What follows belongs to an exercise in optimizing a design on an open flow for small area, a short achievable clock period and few clock cycles per item; a production flow would make more cautious choices.
In this exercise RTL edits were held to simulation tests only and were not proved equivalent to the original.
Power and IR drop assume default switching activity.

== job 9933 ==
// unsorted_set_table
module unsorted_set_table (
	input  logic                          clk,
	input  logic                          arst_n,
	input  logic                          req_valid,
	output logic                          req_ready,
	input  logic [1:0]                    req_action,
	input  logic [ust_pkg::VAL_W-1:0]     req_value,
	output logic                          rsp_valid,
	input  logic                          rsp_ready,
	output logic                          rsp_hit,
	output logic                          rsp_full_res,
	output logic [ust_pkg::OUT_CNT_W-1:0] rsp_entry_count
);
Size: about 670 flip-flops, about 27000 um2 of cells after synthesis.
clock: 5.0 ns
lec_check: 0
cap_margin: 20
core_margin: 2
core_utilization: 65
cts_buf_list: sky130_fd_sc_hd__clkbuf_8 sky130_fd_sc_hd__clkbuf_16
cts_cluster_diameter: 60
cts_cluster_size: 20
place_density: 0.75
setup_slack_margin: 3.0
slew_margin: 20
run.sh (not shown) runs the stock make flow with config.mk's settings and CLKGATE_MAP_FILE= SYNTH_SCRIPT=/design/flow/synth_recipe.tcl, a recipe that flattens the netlist after the stock synthesis.
Testbench counts of job 9933, summed over its fixed seeds: cycles 9,624, ops 9,600.
> inputs changed (job 9933 -> job 617)
# job 9933
export LEC_CHECK = 0
export CAP_MARGIN = 20
export CORE_MARGIN = 2
export CORE_UTILIZATION = 65
export CTS_BUF_LIST = sky130_fd_sc_hd__clkbuf_8 sky130_fd_sc_hd__clkbuf_16
export CTS_CLUSTER_DIAMETER = 60
export CTS_CLUSTER_SIZE = 20
export PLACE_DENSITY = 0.75
export SETUP_SLACK_MARGIN = 3.0
export SLEW_MARGIN = 20
create_clock -name core_clock -period 5.0 [get_ports {clk}]
# job 617
export LEC_CHECK = 0
export CAP_MARGIN = 20
export CORE_MARGIN = 2
export CORE_UTILIZATION = 40
export CTS_BUF_LIST = sky130_fd_sc_hd__clkbuf_8 sky130_fd_sc_hd__clkbuf_16
export CTS_CLUSTER_DIAMETER = 60
export CTS_CLUSTER_SIZE = 20
export PLACE_DENSITY = 0.6
export SETUP_SLACK_MARGIN = 2.88
export SLEW_MARGIN = 20
create_clock -name core_clock -period 5.0 [get_ports {clk}]
==> results.txt <==
- Having completed the whole flow, job 617 delivered a layout that passed the timing, DRC and antenna checks.
- Summary of the comparison: fraction of power consumed by combinational cells is lower in job 617, relative to job 9933.
- Sequential share of layout area, job 617 and job 9933: larger value in job 9933
- Diff job 9933 -> job 617 | share of power burned in registers | decrease of 3.0 points
- Job 617 ended with more total power consumption of the routed design than job 9933.
- Number of inserted filler cells in the final layout: job 617 > job 9933
- Job 617 ends up with a die boundary width that is 27% higher than in job 9933.
- Comparing job 617 and job 9933, the lower global-route usage was measured on job 617.
Changes in job 5633 relative to job 617:
# job 617
export LEC_CHECK = 0
export CAP_MARGIN = 20
export CORE_MARGIN = 2
export CORE_UTILIZATION = 40
export CTS_BUF_LIST = sky130_fd_sc_hd__clkbuf_8 sky130_fd_sc_hd__clkbuf_16
export CTS_CLUSTER_DIAMETER = 60
export CTS_CLUSTER_SIZE = 20
export PLACE_DENSITY = 0.6
export SETUP_SLACK_MARGIN = 2.88
export SLEW_MARGIN = 20
create_clock -name core_clock -period 5.0 [get_ports {clk}]
# job 5633
export LEC_CHECK = 0
export CAP_MARGIN = 20
export CORE_MARGIN = 2
export CORE_UTILIZATION = 50
export CTS_BUF_LIST = sky130_fd_sc_hd__clkbuf_4 sky130_fd_sc_hd__clkbuf_8
export CTS_CLUSTER_DIAMETER = 50
export CTS_CLUSTER_SIZE = 16
export PLACE_DENSITY = 0.65
export SETUP_SLACK_MARGIN = 3.0
export SLEW_MARGIN = 20
create_clock -name core_clock -period 5.0 [get_ports {clk}]
==> results.txt <==
Diff job 617..job 5633 | area after synthesis | unchanged
Relative to job 617, the proportion of power drawn by the clock network of job 5633 is lower by 2.4 points.
Job 5633 ends up with lower power consumption than job 617 does.
Setup changes, job 5633 to job 2792
# job 5633
export LEC_CHECK = 0
export CAP_MARGIN = 20
export CORE_MARGIN = 2
export CORE_UTILIZATION = 50
export CTS_BUF_LIST = sky130_fd_sc_hd__clkbuf_4 sky130_fd_sc_hd__clkbuf_8
export CTS_CLUSTER_DIAMETER = 50
export CTS_CLUSTER_SIZE = 16
export PLACE_DENSITY = 0.65
export SETUP_SLACK_MARGIN = 3.0
export SLEW_MARGIN = 20
create_clock -name core_clock -period 5.0 [get_ports {clk}]
# job 2792
export LEC_CHECK = 0
export CAP_MARGIN = 20
export CORE_MARGIN = 2
export CORE_UTILIZATION = 65
export CTS_BUF_LIST = sky130_fd_sc_hd__clkbuf_8 sky130_fd_sc_hd__clkbuf_16
export CTS_CLUSTER_DIAMETER = 70
export CTS_CLUSTER_SIZE = 25
export PLACE_DENSITY = 0.75
export SETUP_SLACK_MARGIN = 2.88
export SLEW_MARGIN = 20
create_clock -name core_clock -period 5.0 [get_ports {clk}]
[summary]
Of job 5633 and job 2792, the run reporting the higher fraction of area in registers was job 2792. Diff job 5633 and job 2792: share of the clock period used by the worst path lower in job 2792. Comparing the two runs side by side, job 2792 comes out behind job 5633 on register-to-register slack.
diff inputs: job 2792 => job 5980
# job 2792
export LEC_CHECK = 0
export CAP_MARGIN = 20
export CORE_MARGIN = 2
export CORE_UTILIZATION = 65
export CTS_BUF_LIST = sky130_fd_sc_hd__clkbuf_8 sky130_fd_sc_hd__clkbuf_16
export CTS_CLUSTER_DIAMETER = 70
export CTS_CLUSTER_SIZE = 25
export PLACE_DENSITY = 0.75
export SETUP_SLACK_MARGIN = 2.88
export SLEW_MARGIN = 20
create_clock -name core_clock -period 5.0 [get_ports {clk}]
# job 5980
export LEC_CHECK = 0
export CAP_MARGIN = 20
export CORE_MARGIN = 2
export CORE_UTILIZATION = 50
export CTS_BUF_LIST = sky130_fd_sc_hd__clkbuf_8 sky130_fd_sc_hd__clkbuf_16
export CTS_CLUSTER_DIAMETER = 60
export CTS_CLUSTER_SIZE = 20
export PLACE_DENSITY = 0.65
export SETUP_SLACK_MARGIN = 3.0
export SLEW_MARGIN = 20
create_clock -name core_clock -period 5.0 [get_ports {clk}]
[summary]
Job 5980 went all the way through the flow, and no timing, DRC or antenna check failed.
The number of non-filler instances in the completed layout in job 5980 sits about 8% above the value recorded for job 2792.
Of job 2792 and job 5980, the run reporting the higher routed length on met2 was job 5980.
Die area: job 2792 and job 5980 compared, lower one is job 2792
Job 5980 ends up with lower fraction of area in registers than job 2792 does.
Against job 2792, job 5980 comes in 1 higher on post-CTS repair timing setup buffer count.
From job 5980 to job 2792, xor and xnor fraction of the mapped netlist area did not move at all.
Between job 5980 and job 2792, it is job 5980 whose length of the first detailed-routing pass in iterations is higher, by 1.
Job 2792 ended up with flop to flop as its path type of the worst setup path; job 5980 ended up with flop to primary output.
A critical path startpoint of block_q$_DFF_PN0_ is what job 5980 shows, while full_q$_DFF_PN0_ belongs to job 2792.
In the flow results for job 2792 and job 5980, the met1 usage is larger on job 2792.
| share of the core filled with cells in the final layout | higher: job 2792 |

The RTL this note starts from:
==> flow/design.v <==
package ust_pkg;
	localparam int DEPTH = 16;
	localparam int CNT_W = $clog2(DEPTH + 1);
	localparam int VAL_W = 32;
	localparam int OUT_CNT_W = 5;
	localparam int RES_W = 2 + OUT_CNT_W;
	localparam logic [1:0] ACT_ADD      = 2'd0;
	localparam logic [1:0] ACT_CONTAINS = 2'd1;
	localparam logic [1:0] ACT_REMOVE   = 2'd2;
	localparam logic [1:0] ACT_CLEAR    = 2'd3;
endpackage
module ust_cell (
	input  logic                      clk,
	input  logic                      we,
	input  logic [ust_pkg::VAL_W-1:0] wdata,
	input  logic [ust_pkg::VAL_W-1:0] key,
	output logic                      eq
);
	logic [ust_pkg::VAL_W-1:0] entry_q;
	always_ff @(posedge clk) begin
		if (we) begin
			entry_q <= wdata;
		end
	end
	assign eq = (entry_q == key);
endmodule
module unsorted_set_table (
	input  logic                          clk,
	input  logic                          arst_n,
	input  logic                          req_valid,
	output logic                          req_ready,
	input  logic [1:0]                    req_action,
	input  logic [ust_pkg::VAL_W-1:0]     req_value,
	output logic                          rsp_valid,
	input  logic                          rsp_ready,
	output logic                          rsp_hit,
	output logic                          rsp_full_res,
	output logic [ust_pkg::OUT_CNT_W-1:0] rsp_entry_count
);
	localparam int DEPTH = ust_pkg::DEPTH;
	localparam int SLOTS = DEPTH + 1;
	localparam int RES_W = ust_pkg::RES_W;
	function automatic logic [SLOTS-1:0] lowest(input logic [SLOTS-1:0] v);
		logic [SLOTS-1:0] below;
		below[0] = 1'b0;
		for (int i = 1; i < SLOTS; i++) begin
			below[i] = below[i-1] | v[i-1];
		end
		lowest = v & ~below;
	endfunction
	logic                      accept;
	logic                      take_add;
	logic [SLOTS-1:0]          valid_q;
	logic [SLOTS-1:0]          valid_d;
	logic [ust_pkg::CNT_W-1:0] count_q;
	logic [ust_pkg::CNT_W-1:0] count_d;
	logic                      full_q;
	logic                      full_d;
	logic                      last_q;
	logic                      last_d;
	logic                      b_valid_q;
	logic                      b_add_q;
	logic                      b_con_q;
	logic                      b_rem_q;
	logic                      b_clr_q;
	logic [SLOTS-1:0]          b_eq_q;
	logic [SLOTS-1:0]          b_slot_q;
	logic [SLOTS-1:0]          slot_q;
	logic [SLOTS-1:0]          slot_d;
	logic                      add_ok;
	assign accept   = req_valid && req_ready;
	assign take_add = accept && (req_action == ust_pkg::ACT_ADD);
	logic [SLOTS-1:0]          eq;
	logic [SLOTS-1:0]          held;
	logic [SLOTS-1:0]          free_1;
	logic [SLOTS-1:0]          free_2;
	for (genvar i = 0; i < SLOTS; i++) begin : g_cell
		ust_cell u_cell (
			.clk   (clk),
			.we    (slot_q[i]),
			.wdata (req_value),
			.key   (req_value),
			.eq    (eq[i])
		);
	end
	assign held   = valid_q | (add_ok ? b_slot_q : '0);
	assign free_1 = lowest(~held);
	assign free_2 = lowest(~held & ~slot_q);
	always_comb begin
		if (b_clr_q) begin
			slot_d = (take_add && slot_q[0]) ? SLOTS'(2) : SLOTS'(1);
		end else begin
			slot_d = take_add ? free_2 : free_1;
		end
	end
	always_ff @(posedge clk or negedge arst_n) begin
		if (!arst_n) begin
			slot_q <= SLOTS'(1);
		end else begin
			slot_q <= slot_d;
		end
	end
	always_ff @(posedge clk or negedge arst_n) begin
		if (!arst_n) begin
			b_valid_q <= 1'b0;
			b_add_q   <= 1'b0;
			b_con_q   <= 1'b0;
			b_rem_q   <= 1'b0;
			b_clr_q   <= 1'b0;
		end else begin
			b_valid_q <= accept;
			b_add_q   <= take_add;
			b_con_q   <= accept && (req_action == ust_pkg::ACT_CONTAINS);
			b_rem_q   <= accept && (req_action == ust_pkg::ACT_REMOVE);
			b_clr_q   <= accept && (req_action == ust_pkg::ACT_CLEAR);
		end
	end
	always_ff @(posedge clk) begin
		b_eq_q   <= eq;
		b_slot_q <= slot_q;
	end
	logic [SLOTS-1:0]          match;
	logic [SLOTS-1:0]          match_first;
	logic                      any;
	logic                      rem_ok;
	logic [ust_pkg::CNT_W-1:0] count_inc;
	logic [ust_pkg::CNT_W-1:0] count_dec;
	logic                      hit_d;
	logic                      res_full_d;
	assign match       = b_eq_q & valid_q;
	assign any         = |match;
	assign match_first = lowest(match);
	assign add_ok      = b_add_q && !full_q;
	assign rem_ok      = b_rem_q && any;
	assign count_inc   = count_q + ust_pkg::CNT_W'(1);
	assign count_dec   = count_q - ust_pkg::CNT_W'(1);
	assign valid_d = b_clr_q ? '0
	               : ((valid_q & ~(b_rem_q ? match_first : '0)) | (add_ok ? b_slot_q : '0));
	assign count_d = b_clr_q ? '0 : (add_ok ? count_inc : (rem_ok ? count_dec : count_q));
	assign hit_d   = add_ok || ((b_con_q || b_rem_q) && any);
	assign res_full_d = b_add_q && full_q;
	assign full_d  = !b_clr_q && (add_ok ? last_q : (rem_ok ? 1'b0 : full_q));
	assign last_d  = !b_clr_q && (add_ok ? (count_q == ust_pkg::CNT_W'(DEPTH - 2))
	                          : (rem_ok ? full_q : last_q));
	always_ff @(posedge clk or negedge arst_n) begin
		if (!arst_n) begin
			valid_q <= '0;
			count_q <= '0;
			full_q  <= 1'b0;
			last_q  <= 1'b0;
		end else begin
			valid_q <= valid_d;
			count_q <= count_d;
			full_q  <= full_d;
			last_q  <= last_d;
		end
	end
	localparam int QN = 4;
	logic [RES_W-1:0] res_q;
	logic             res_v_q;
	logic [RES_W-1:0] q_q [QN];
	logic [QN-1:0]    v_q;
	logic [QN-1:0]    v_d;
	logic             take;
	logic [2:0]       pend_q;
	logic [2:0]       pend_d;
	logic             block_q;
	always_ff @(posedge clk or negedge arst_n) begin
		if (!arst_n) begin
			res_v_q <= 1'b0;
		end else begin
			res_v_q <= b_valid_q;
		end
	end
	always_ff @(posedge clk) begin
		res_q <= {hit_d, res_full_d, ust_pkg::OUT_CNT_W'(count_d)};
	end
	assign take = v_q[0] && rsp_ready;
	always_comb begin
		for (int k = 0; k < QN; k++) begin
			if (take) begin
				v_d[k] = ((k + 1 < QN) ? v_q[(k + 1) % QN] : 1'b0)
				      || (res_v_q && ((k == 0) || v_q[k]));
			end else begin
				v_d[k] = v_q[k] || (res_v_q && ((k == 0) || v_q[(k + QN - 1) % QN]));
			end
		end
	end
	always_ff @(posedge clk or negedge arst_n) begin
		if (!arst_n) begin
			v_q <= '0;
		end else begin
			v_q <= v_d;
		end
	end
	always_ff @(posedge clk) begin
		for (int k = 0; k < QN; k++) begin
			if (take) begin
				if ((k + 1 < QN) && v_q[(k + 1) % QN]) q_q[k] <= q_q[(k + 1) % QN];
				else q_q[k] <= res_q;
			end else begin
				if (!v_q[k]) q_q[k] <= res_q;
			end
		end
	end
	always_comb begin
		pend_d = pend_q;
		if (accept && !take) pend_d = pend_q + 3'd1;
		if (!accept && take) pend_d = pend_q - 3'd1;
	end
	always_ff @(posedge clk or negedge arst_n) begin
		if (!arst_n) begin
			pend_q  <= '0;
			block_q <= 1'b0;
		end else begin
			pend_q  <= pend_d;
			block_q <= (pend_d == 3'(QN));
		end
	end
	assign req_ready       = !block_q;
	assign rsp_valid       = v_q[0];
	assign rsp_hit         = q_q[0][RES_W-1];
	assign rsp_full_res    = q_q[0][RES_W-2];
	assign rsp_entry_count = q_q[0][ust_pkg::OUT_CNT_W-1:0];
endmodule
clock: 5.0 ns
lec_check: 0
cap_margin: 20
core_margin: 2
core_utilization: 65
cts_buf_list: sky130_fd_sc_hd__clkbuf_8 sky130_fd_sc_hd__clkbuf_16
cts_cluster_diameter: 60
cts_cluster_size: 20
place_density: 0.75
setup_slack_margin: 3.1
slew_margin: 20
Testbench counts at the start, summed over its fixed seeds: cycles 9,624, ops 9,600.
Next try:
==> flow/config.mk (replaced) <==
export PLATFORM = sky130hd
export DESIGN_NAME = unsorted_set_table
export DESIGN_NICKNAME = unsorted_set_table
export VERILOG_FILES = /design/flow/design.v
export SDC_FILE = /design/flow/constraint.sdc
export NUM_CORES = 4
export LEC_CHECK = 0
export CAP_MARGIN = 20
export CORE_MARGIN = 2
export CORE_UTILIZATION = 50
export CTS_BUF_LIST = sky130_fd_sc_hd__clkbuf_8
export CTS_CLUSTER_DIAMETER = 50
export CTS_CLUSTER_SIZE = 16
export PLACE_DENSITY = 0.65
export SETUP_SLACK_MARGIN = 3.0
export SLEW_MARGIN = 20
Result:
- setup slack got worse by 95 ps
- final cell count is higher by 8.5%
- global-route usage is lower by 5.4 points
- via count rises by 0.51%
- total power drops by 0.46%
- clock skew barely changes
- clock-buffer cell count rises by 25
- sequential share of layout area decreases by 0.29 points
Next try:
--- a/flow/config.mk
+++ b/flow/config.mk
@@ -8,9 +8,9 @@
 export CAP_MARGIN = 20
 export CORE_MARGIN = 2
-export CORE_UTILIZATION = 50
-export CTS_BUF_LIST = sky130_fd_sc_hd__clkbuf_8
-export CTS_CLUSTER_DIAMETER = 50
-export CTS_CLUSTER_SIZE = 16
-export PLACE_DENSITY = 0.65
+export CORE_UTILIZATION = 75
+export CTS_BUF_LIST = sky130_fd_sc_hd__clkbuf_8 sky130_fd_sc_hd__clkbuf_16
+export CTS_CLUSTER_DIAMETER = 60
+export CTS_CLUSTER_SIZE = 20
+export PLACE_DENSITY = 0.85
 export SETUP_SLACK_MARGIN = 3.0
 export SLEW_MARGIN = 20
Outcome: Final cell count falls by about 10%. Area after synthesis is unchanged. Sequential cell count stays the same. Total power rises by 0.69%. Synthesized cell count is unchanged.
Next try:
==> flow/config.mk (replaced) <==
export PLATFORM = sky130hd
export DESIGN_NAME = unsorted_set_table
export DESIGN_NICKNAME = unsorted_set_table
export VERILOG_FILES = /design/flow/design.v
export SDC_FILE = /design/flow/constraint.sdc
export NUM_CORES = 4
export LEC_CHECK = 0
export CAP_MARGIN = 20
export CORE_MARGIN = 2
export CORE_UTILIZATION = 40
export PLACE_DENSITY = 0.6
export SETUP_SLACK_MARGIN = 2.88
export SLEW_MARGIN = 20
Effect: The new run went through all stages and came out clean. Synthesized area stays the same. Die area increases by 85%. Hold slack loses 13 ps. Design area increases by 3.8%. Worst setup slack gains 62 ps. Count of clock-buffer cells in the layout increases by 43.
Next try:
--- a/flow/config.mk
+++ b/flow/config.mk
@@ -6,8 +6,12 @@
 export NUM_CORES = 4
 export LEC_CHECK = 0
+export ABC_AREA = 1
 export CAP_MARGIN = 20
 export CORE_MARGIN = 2
-export CORE_UTILIZATION = 40
-export PLACE_DENSITY = 0.6
-export SETUP_SLACK_MARGIN = 2.88
+export CORE_UTILIZATION = 65
+export CTS_BUF_LIST = sky130_fd_sc_hd__clkbuf_8 sky130_fd_sc_hd__clkbuf_16
+export CTS_CLUSTER_DIAMETER = 60
+export CTS_CLUSTER_SIZE = 20
+export PLACE_DENSITY = 0.75
+export SETUP_SLACK_MARGIN = 3.0
 export SLEW_MARGIN = 20
After rerunning: Cell area is higher slightly. Setup slack is better by 26 ps. Total power is lower by a few percent. Count of clock-buffer cells in the layout is lower by 42.

-- re-timing with driven ports --
The results above use ideal ports. As a check the final layouts listed here were re-extracted and re-timed, cells and wires unchanged. Step 1, drivers: a clkbuf_16 drives clk and a buf_2 each remaining input, both assumed. Step 2, shift: input delay + t, output delay - t, t = (earliest + latest rising clock arrival at the registers) / 2. This alone moves slack from input paths to output paths. Slacks: ideal / step 1 / step 2; pairs: ideal / step 1.
| run | t, ns | slack for setup (ns) | worst register clock-pin slew, ns | cell pins on the clock port's net |
|---|---|---|---|---|
| job 9933 | 0.629 | 2.848 / 2.793 / 2.344 | 0.09 / 0.09 | 1 |
| job 617 | 0.655 | 2.798 / 2.739 / 2.234 | 0.09 / 0.09 | 1 |
| job 5633 | 0.697 | 2.781 / 2.731 / 2.205 | 0.10 / 0.10 | 1 |
| job 2792 | 0.623 | 2.795 / 2.795 / 2.210 | 0.10 / 0.10 | 1 |
| job 5980 | 0.641 | 2.851 / 2.799 / 2.329 | 0.08 / 0.08 | 1 |
| the first run of note 2 | 0.631 | 2.874 / 2.817 / 2.291 | 0.08 / 0.08 | 1 |
| the second run of note 2 | 0.697 | 2.779 / 2.730 / 2.200 | 0.10 / 0.10 | 1 |
| the third run of note 2 | 0.611 | 2.750 / 2.775 / 2.163 | 0.09 / 0.09 | 1 |
| the fourth run of note 2 | 0.653 | 2.812 / 2.752 / 2.252 | 0.06 / 0.06 | 1 |
| the fifth run of note 2 | 0.639 | 2.838 / 2.789 / 2.305 | 0.09 / 0.09 | 1 |
After both steps setup and hold are still met in every run listed. The setup slack of the third run of note 2, which loses most, moves by +0.025 ns with the drivers and by -0.587 ns with both steps.
